Source: an optimization exercise on an open RTL-to-GDS flow (aim: small area, a short achievable clock period and few clock cycles per item). Production flows keep margins and buffers that such runs may drop. Function was checked by simulation only, so behaviour that the tests miss may differ from the original. Power figures rest on the tool's default switching activity, not on a simulated workload.

// sensor_window_average_history_core
module sensor_window_average_history_core
(
    input  logic                aclk,
    input  logic                aresetn,
    input  logic                s_tvalid,
    output logic                s_tready,
    input  logic [swah_pkg::S_DATA_W-1:0] s_tdata,
    input  logic [swah_pkg::S_USER_W-1:0] s_tuser,
    output logic                m_tvalid,
    input  logic                m_tready,
    output logic [swah_pkg::M_DATA_W-1:0] m_tdata
);
    localparam int RES_W = NCH * FIELD_W + 4;
    logic                  go;
    logic                  p_shift, p_load, p_push, p_init, p_zero, full, full_next;
    logic                  d_init;
    logic                  c_upd, c_init;
    logic                  h_en, h_sel_t, t_en;
    logic [3:0]            hours;
    logic [S_DATA_W-1:0]   in_data;
    logic [FIELD_W-1:0]    avg [NCH];
    logic [RES_W-1:0]      res;
    logic [RES_W-1:0]      head_reg;
    logic [RES_W-1:0]      tail_reg;
    swah_ctrl u_ctrl (
        .aclk     (aclk),
        .aresetn  (aresetn),
        .s_tvalid (s_tvalid),
        .s_cmd    (s_tuser[CMD_W-1:0]),
        .m_tready (m_tready),
        .s_tready (s_tready),
        .m_tvalid (m_tvalid),
        .go       (go),
        .p_shift  (p_shift),
        .p_load   (p_load),
        .p_push   (p_push),
        .p_init   (p_init),
        .p_zero   (p_zero),
        .full     (full),
        .full_next   (full_next),
        .d_init   (d_init),
        .c_upd    (c_upd),
        .c_init   (c_init),
        .h_en     (h_en),
        .h_sel_t  (h_sel_t),
        .t_en     (t_en),
        .hours    (hours)
    );
    always_ff @(posedge aclk) begin
        if (go) begin
            in_data <= s_tdata;
        end
    end
    for (genvar c = 0; c < NCH; c++) begin : g_ch
        swah_dp u_dp (
            .aclk    (aclk),
            .aresetn (aresetn),
            .in_x    (in_data[c*FIELD_W +: FIELD_W]),
            .go      (go),
            .p_shift (p_shift),
            .p_load  (p_load),
            .p_push  (p_push),
            .p_init  (p_init),
            .p_zero  (p_zero),
  ...
Size: roughly 4,500 cells after synthesis, roughly 1,400 flip-flops, ~170 I/O pins, about 60,000 sq um of cells after synthesis.
Settings: LEC_CHECK=0, CAP_MARGIN=20, CORE_MARGIN=2, CORE_UTILIZATION=60, CTS_CLUSTER_DIAMETER=100, CTS_CLUSTER_SIZE=20, PLACE_DENSITY=0.75, SETUP_SLACK_MARGIN=5.0, SLEW_MARGIN=20, TNS_END_PERCENT=10; clock period 8.0 ns.
standard.sh (not shown) runs the stock make flow with config.mk's settings and CLKGATE_MAP_FILE= SYNTH_SCRIPT=/design/flow/synth_recipe.tcl, a recipe that flattens the netlist after the stock synthesis.
==> flow/flow/run.sh <==
#!/bin/bash
# Layout flow: the standard ORFS flow (standard.sh) with two changes that
# leave the design, constraints and measurement alone:
#  - the port buffers that buffer_ports inserts are plain buf cells rather than
#    whatever buffer it picks by default (it picks delay cells on sky130hd);
#  - the resizer may swap a cell for one with another footprint.
# Each tool's output goes to a log file in this folder.
set -euo pipefail
sed 's| "\${@:-finish}"| MATCH_CELL_FOOTPRINT=0 MAX_REPAIR_ANTENNAS_ITER_DRT=10 MAX_REPAIR_ANTENNAS_ITER_GRT=10 BUFFER_PORTS_ARGS="-buffer_cell sky130_fd_sc_hd__buf_2" "${@:-finish}"|' \
    standard.sh > flow_standard.sh
grep -q 'MATCH_CELL_FOOTPRINT=0' flow_standard.sh
bash flow_standard.sh > orfs_make.log 2>&1
test -s out/final.def
The starting point produced a clean layout.
Testbench counts at the start, summed over its fixed seeds: cycles 12,048, items 12,000.
Change:
--- a/flow/config.mk
+++ b/flow/config.mk
@@ -10,4 +10,4 @@
-export CORE_UTILIZATION = 60
-export CTS_CLUSTER_DIAMETER = 100
-export CTS_CLUSTER_SIZE = 20
-export PLACE_DENSITY = 0.75
+export CORE_UTILIZATION = 40
+export CTS_CLUSTER_DIAMETER = 150
+export CTS_CLUSTER_SIZE = 30
+export PLACE_DENSITY = 0.6
=>
- The new run passed the timing, DRC and antenna checks
- die area climbs by 49%
- non-clock buffer count drops by 3
- cell area is about the same
Change:
--- a/flow/flow/run.sh
+++ b/flow/flow/run.sh
@@ -9 +9 @@
-sed 's| "\${@:-finish}"| MATCH_CELL_FOOTPRINT=0 MAX_REPAIR_ANTENNAS_ITER_DRT=10 MAX_REPAIR_ANTENNAS_ITER_GRT=10 BUFFER_PORTS_ARGS="-buffer_cell sky130_fd_sc_hd__buf_2" "${@:-finish}"|' \
+sed 's| "\${@:-finish}"| MATCH_CELL_FOOTPRINT=0 SETUP_SLACK_MARGIN=5.4 MAX_REPAIR_ANTENNAS_ITER_DRT=10 MAX_REPAIR_ANTENNAS_ITER_GRT=10 BUFFER_PORTS_ARGS="-buffer_cell sky130_fd_sc_hd__buf_2" "${@:-finish}"|' \
--- a/flow/config.mk
+++ b/flow/config.mk
@@ -11,2 +11,2 @@
-export CTS_CLUSTER_DIAMETER = 150
-export CTS_CLUSTER_SIZE = 30
+export CTS_CLUSTER_DIAMETER = 100
+export CTS_CLUSTER_SIZE = 20
- The changed run produced a clean layout
- critical path depth is unchanged
- wire length is higher by 2.8%
- synthesized cell count is unchanged
- die area is unchanged
- total power is higher by about 7%
- register-to-register slack barely changes
Change:
==> flow/run.sh (new file) <==
#!/bin/bash
# synth_recipe.tcl (not shown) runs the flow's synth.tcl, then flattens the netlist and writes it again
# the make line also repeats each setting of config.mk as NAME=value (left out here)
make -C /OpenROAD-flow-scripts/flow DESIGN_CONFIG=/design/flow/config.mk WORK_HOME=/design/flow/orfs CLKGATE_MAP_FILE= SYNTH_SCRIPT=/design/flow/synth_recipe.tcl finish
--- a/flow/config.mk
+++ b/flow/config.mk
@@ -11,2 +10,0 @@
-export CTS_CLUSTER_DIAMETER = 100
-export CTS_CLUSTER_SIZE = 20
removed: flow/flow/run.sh
removed: flow/standard.sh
The new run ran to the end with no violations.
Non-clock buffer count came out lower by 71.
Cell area came out higher by 2.4%.
Worst hold slack is better by 0.017 ns.
Worst setup slack is worse by 0.14 ns.
Combinational power came out lower by 4.7%.
Clock-buffer cell count came out higher by 50.
Change:
==> flow/flow/run.sh (new file) <==
#!/bin/bash
# Layout flow: the standard ORFS flow (standard.sh) with two changes that
# leave the design, constraints and measurement alone:
#  - the port buffers that buffer_ports inserts are plain buf cells rather than
#    whatever buffer it picks by default (it picks delay cells on sky130hd);
#  - the resizer may swap a cell for one with another footprint.
# Each tool's output goes to a log file in this folder.
set -euo pipefail
sed 's| "\${@:-finish}"| MATCH_CELL_FOOTPRINT=0 MAX_REPAIR_ANTENNAS_ITER_DRT=10 MAX_REPAIR_ANTENNAS_ITER_GRT=10 BUFFER_PORTS_ARGS="-buffer_cell sky130_fd_sc_hd__buf_2" "${@:-finish}"|' \
    standard.sh > flow_standard.sh
grep -q 'MATCH_CELL_FOOTPRINT=0' flow_standard.sh
bash flow_standard.sh > orfs_make.log 2>&1
test -s out/final.def
==> flow/standard.sh (new file) <==
#!/bin/bash
# synth_recipe.tcl (not shown) runs the flow's synth.tcl, then flattens the netlist and writes it again
# the make line also repeats each setting of config.mk as NAME=value (left out here)
make -C /OpenROAD-flow-scripts/flow DESIGN_CONFIG=/design/flow/config.mk WORK_HOME=/design/flow/orfs CLKGATE_MAP_FILE= SYNTH_SCRIPT=/design/flow/synth_recipe.tcl "${@:-finish}"
--- a/flow/config.mk
+++ b/flow/config.mk
@@ -10,0 +11,2 @@
+export CTS_CLUSTER_DIAMETER = 100
+export CTS_CLUSTER_SIZE = 20
@@ -14 +16 @@
-export TNS_END_PERCENT = 10
+export TNS_END_PERCENT = 0
removed: flow/run.sh
Result: Setup slack improved by 0.0047 ns; first-iteration DRC count rises by roughly a tenth; non-clock buffer count falls by 146; die area stays the same; power falls by about a fifth.
Change:
--- a/flow/config.mk
+++ b/flow/config.mk
@@ -11,2 +11 @@
-export CTS_CLUSTER_DIAMETER = 100
-export CTS_CLUSTER_SIZE = 20
+export CTS_BUF_LIST = sky130_fd_sc_hd__clkbuf_4 sky130_fd_sc_hd__clkbuf_8
@@ -16 +15 @@
-export TNS_END_PERCENT = 0
+export TNS_END_PERCENT = 10
Outcome:
- die area stays the same
- setup slack improved by 0.095 ns
- clock skew came out higher by 0.040 ns
- critical path depth came out higher by 3
- final area came out higher by a few percent
- sequential cell count stays the same
- power came out higher by roughly a tenth
- via count came out higher by a few percent
- wire length came out higher by a few percent
- core utilization came out higher by 2.9 points

==> port drivers added, routing unchanged <==
No port has a modelled driver above. Below, the same layouts with a new extraction and two added sets of constraints. Step 1 (the two cells are an assumption about what drives the block):
set clk [get_ports {aclk}]
set_driving_cell -lib_cell sky130_fd_sc_hd__clkbuf_16 $clk
set_driving_cell -lib_cell sky130_fd_sc_hd__buf_2 [delete_from_list [all_inputs] $clk]
Step 2 times the ports against the registers' clock, not the clock port: input delays grow and output delays shrink by t, the midpoint of the rising clock arrivals with the driver on. a / b / c = ideal ports / drivers / drivers and shift; a / b = the first two.
| run | shift t [ns] | setup slack, ns | latest minus earliest clock arrival (ns) |
|---|---|---|---|
| the first run | 0.744 | 4.685 / 4.685 / 4.234 | 0.037 / 0.036 |
| the second run | 0.767 | 4.711 / 4.711 / 4.121 | 0.050 / 0.050 |
| the third run | 0.760 | 4.707 / 4.707 / 4.223 | 0.051 / 0.051 |
| the fourth run | 0.843 | 4.567 / 4.567 / 3.989 | 0.032 / 0.031 |
| the fifth run | 0.770 | 4.572 / 4.572 / 3.906 | 0.038 / 0.037 |
| the sixth run | 0.996 | 4.667 / 4.667 / 3.991 | 0.090 / 0.089 |
After both steps every run listed still meets setup and hold. The setup slack of the sixth run, which loses most, moves by 0.000 ns with the drivers and by -0.676 ns with both steps.
